What follows belongs to an exercise in optimizing a design on an open flow for small area, a short achievable clock period and few clock cycles per item; a production flow would make more cautious choices.

Design systolic_array_os, start of the top module:
module systolic_array_os #(
  parameter  int N      = 4,
  parameter  int DATA_W = 8,
  parameter  int ACC_W  = 24,
  parameter  int MAX_K  = 64,
  localparam int KW     = $clog2(MAX_K + 1),
  localparam int IW     = (N > 1) ? $clog2(N) : 1
) (
  input  logic                clk,
  input  logic                reset_n,
  input  logic                start,
  input  logic [KW-1:0]       k_len,
  input  logic                in_valid,
  output logic                in_ready,
  input  logic [N*DATA_W-1:0] a_vec,
  input  logic [N*DATA_W-1:0] b_vec,
  output logic                out_valid,
  input  logic                out_ready,
  output logic [IW-1:0]       out_idx,
  output logic [N*ACC_W-1:0]  out_row,
  output logic                busy,
  output logic                done
);
==> flow/config.mk <==
export PLATFORM = sky130hd
export DESIGN_NAME = systolic_array_os
export DESIGN_NICKNAME = systolic_array_os
export VERILOG_FILES = /design/flow/design.v
export SDC_FILE = /design/flow/constraint.sdc
export NUM_CORES = 4
export LEC_CHECK = 0
export CAP_MARGIN = 20
export CORE_MARGIN = 2
export CORE_UTILIZATION = 40
export SLEW_MARGIN = 20
export SYNTH_HIERARCHICAL = 1
==> flow/constraint.sdc <==
create_clock -name core_clock -period 9.0 [get_ports {clk}]
set_input_delay 1.8000 -clock core_clock [delete_from_list [all_inputs] [get_ports {clk}]]
set_output_delay 1.8000 -clock core_clock [all_outputs]
set_load 0.01 [all_outputs]
standard.sh (not shown) runs the stock make flow with config.mk's settings and CLKGATE_MAP_FILE= SYNTH_SCRIPT=/design/flow/synth_recipe.tcl, a recipe that flattens the netlist after the stock synthesis.
==> flow/flow/run.sh <==
#!/bin/bash
# Standard layout, with timing repair aiming past the design's clock period.
set -euo pipefail
cp standard.sh standard_copy.log
bash standard.sh SETUP_SLACK_MARGIN=6 finish > standard.log 2>&1
Edit:
--- a/flow/design.v
+++ b/flow/design.v
@@ -208,52 +208,47 @@
     wire g35 = g25 | (p25 & g24);
     wire g36 = g26 | (p26 & g24);
     wire g37 = g27 | (p27 & g24);
     wire g38 = g28 | (p28 & g24);
     wire g39 = g[16] | (p[16] & g38);
     wire g40 = g8 | (p8 & g38);
     wire g41 = g19 | (p19 & g38);
     wire g42 = g20 | (p20 & g38);
     wire g43 = g29 | (p29 & g38);
     wire g44 = g30 | (p30 & g38);
     assign res[j][0] = p[0];
-    sa_xor u_x1 (.a(p[1]), .b(g[0]), .y(res[j][1]));
-    sa_xor u_x2 (.a(p[2]), .b(g0), .y(res[j][2]));
-    sa_xor u_x3 (.a(p[3]), .b(g11), .y(res[j][3]));
-    sa_xor u_x4 (.a(p[4]), .b(g12), .y(res[j][4]));
-    sa_xor u_x5 (.a(p[5]), .b(g21), .y(res[j][5]));
-    sa_xor u_x6 (.a(p[6]), .b(g22), .y(res[j][6]));
-    sa_xor u_x7 (.a(p[7]), .b(g23), .y(res[j][7]));
-    sa_xor u_x8 (.a(p[8]), .b(g24), .y(res[j][8]));
-    sa_xor u_x9 (.a(p[9]), .b(g31), .y(res[j][9]));
-    sa_xor u_x10 (.a(p[10]), .b(g32), .y(res[j][10]));
-    sa_xor u_x11 (.a(p[11]), .b(g33), .y(res[j][11]));
-    sa_xor u_x12 (.a(p[12]), .b(g34), .y(res[j][12]));
-    sa_xor u_x13 (.a(p[13]), .b(g35), .y(res[j][13]));
-    sa_xor u_x14 (.a(p[14]), .b(g36), .y(res[j][14]));
-    sa_xor u_x15 (.a(p[15]), .b(g37), .y(res[j][15]));
-    sa_xor u_x16 (.a(p[16]), .b(g38), .y(res[j][16]));
-    sa_xor u_x17 (.a(p[17]), .b(g39), .y(res[j][17]));
-    sa_xor u_x18 (.a(p[18]), .b(g40), .y(res[j][18]));
-    sa_xor u_x19 (.a(p[19]), .b(g41), .y(res[j][19]));
-    sa_xor u_x20 (.a(p[20]), .b(g42), .y(res[j][20]));
-    sa_xor u_x21 (.a(p[21]), .b(g43), .y(res[j][21]));
-  end
-  logic [SW-1:0] out_d [N];
-  for (genvar j = 0; j < N; j++) begin : g_outq
-    for (genvar c = 0; c < SW; c++) begin : g_bit
-      sa_mux u_m (.a(out_q[j][c]), .b(res[j][c]), .s(load), .y(out_d[j][c]));
-    end
+    assign res[j][1] = p[1] ^ g[0];
+    assign res[j][2] = p[2] ^ g0;
+    assign res[j][3] = p[3] ^ g11;
+    assign res[j][4] = p[4] ^ g12;
+    assign res[j][5] = p[5] ^ g21;
+    assign res[j][6] = p[6] ^ g22;
+    assign res[j][7] = p[7] ^ g23;
+    assign res[j][8] = p[8] ^ g24;
+    assign res[j][9] = p[9] ^ g31;
+    assign res[j][10] = p[10] ^ g32;
+    assign res[j][11] = p[11] ^ g33;
+    assign res[j][12] = p[12] ^ g34;
+    assign res[j][13] = p[13] ^ g35;
+    assign res[j][14] = p[14] ^ g36;
+    assign res[j][15] = p[15] ^ g37;
+    assign res[j][16] = p[16] ^ g38;
+    assign res[j][17] = p[17] ^ g39;
+    assign res[j][18] = p[18] ^ g40;
+    assign res[j][19] = p[19] ^ g41;
+    assign res[j][20] = p[20] ^ g42;
+    assign res[j][21] = p[21] ^ g43;
   end
   always_ff @(posedge clk) begin
-    for (int j = 0; j < N; j++) out_q[j] <= out_d[j];
+    for (int j = 0; j < N; j++)
+      if (load) out_q[j] <= res[j];
   end
   always_comb begin
     for (int j = 0; j < N; j++) out_row[j*ACC_W +: ACC_W] = ACC_W'($signed(out_q[j]));
   end
   wire m00_w0 = (b1_q[0][0] & a_q[0][0]) ^ bn_q[0][0];
   wire m00_w1 = ((b1_q[0][0] & a_q[0][1]) | (b2_q[0][0] & a_q[0][0])) ^ bn_q[0][0];
   wire m00_w2 = ((b1_q[0][0] & a_q[0][2]) | (b2_q[0][0] & a_q[0][1])) ^ bn_q[0][0];
   wire m00_w3 = ((b1_q[0][0] & a_q[0][3]) | (b2_q[0][0] & a_q[0][2])) ^ bn_q[0][0];
   wire m00_w4 = ((b1_q[0][0] & a_q[0][4]) | (b2_q[0][0] & a_q[0][3])) ^ bn_q[0][0];
   wire m00_w5 = ((b1_q[0][0] & a_q[0][5]) | (b2_q[0][0] & a_q[0][4])) ^ bn_q[0][0];
   wire m00_w6 = ((b1_q[0][0] & a_q[0][6]) | (b2_q[0][0] & a_q[0][5])) ^ bn_q[0][0];
@@ -3035,17 +3030,11 @@
   assign cqn[3][3][0] = m33_c76;
   assign cqn[3][3][1] = m33_c91;
 endmodule
 module sa_fa (input logic a, b, c, output logic s, co);
   assign s  = a ^ b ^ c;
   assign co = (a & b) | (a & c) | (b & c);
 endmodule
 module sa_ha (input logic a, b, output logic s, co);
   assign s  = a ^ b;
   assign co = a & b;
 endmodule
-module sa_xor (input logic a, b, output logic y);
-  assign y = a ^ b;
-endmodule
-module sa_mux (input logic a, b, s, output logic y);
-  assign y = s ? b : a;
-endmodule
Outcome: Via count shrinks by 2.1%; design area shrinks by 1.2%; worst hold slack is worse by 9.8 ps; synthesized cell count shrinks by 2.6%; cell count shrinks by 1.3%; die area shrinks by 1.4%; setup slack is worse by 33 ps.
Function was not checked in any run of this note: the RTL went through the layout flow alone.

==> afterwards: timing with drivers on the ports <==
In the flow no input, the clock included, has a driving cell. The finished layouts below were timed again as built, in two steps. Step 1, drivers: a clkbuf_16 drives clk and a buf_2 each remaining input, both assumed. Step 2, shift: input delay + t, output delay - t, t = (earliest + latest rising clock arrival at the registers) / 2. This alone moves slack from input paths to output paths. Slacks: ideal / step 1 / step 2; pairs: ideal / step 1.
| run | shift t [ns] | slack for setup (ns) | latest minus earliest clock arrival (ns) | pins driven straight from the clock port |
|---|---|---|---|---|
| the first run | 0.786 | 5.671 / 5.671 / 5.272 | 0.050 / 0.050 | 1 |
| the second run | 0.792 | 5.638 / 5.636 / 5.325 | 0.028 / 0.027 | 1 |
After both steps every run listed still meets setup and hold. The setup slack of the first run, which loses most, moves by 0.000 ns with the drivers and by -0.399 ns with both steps.
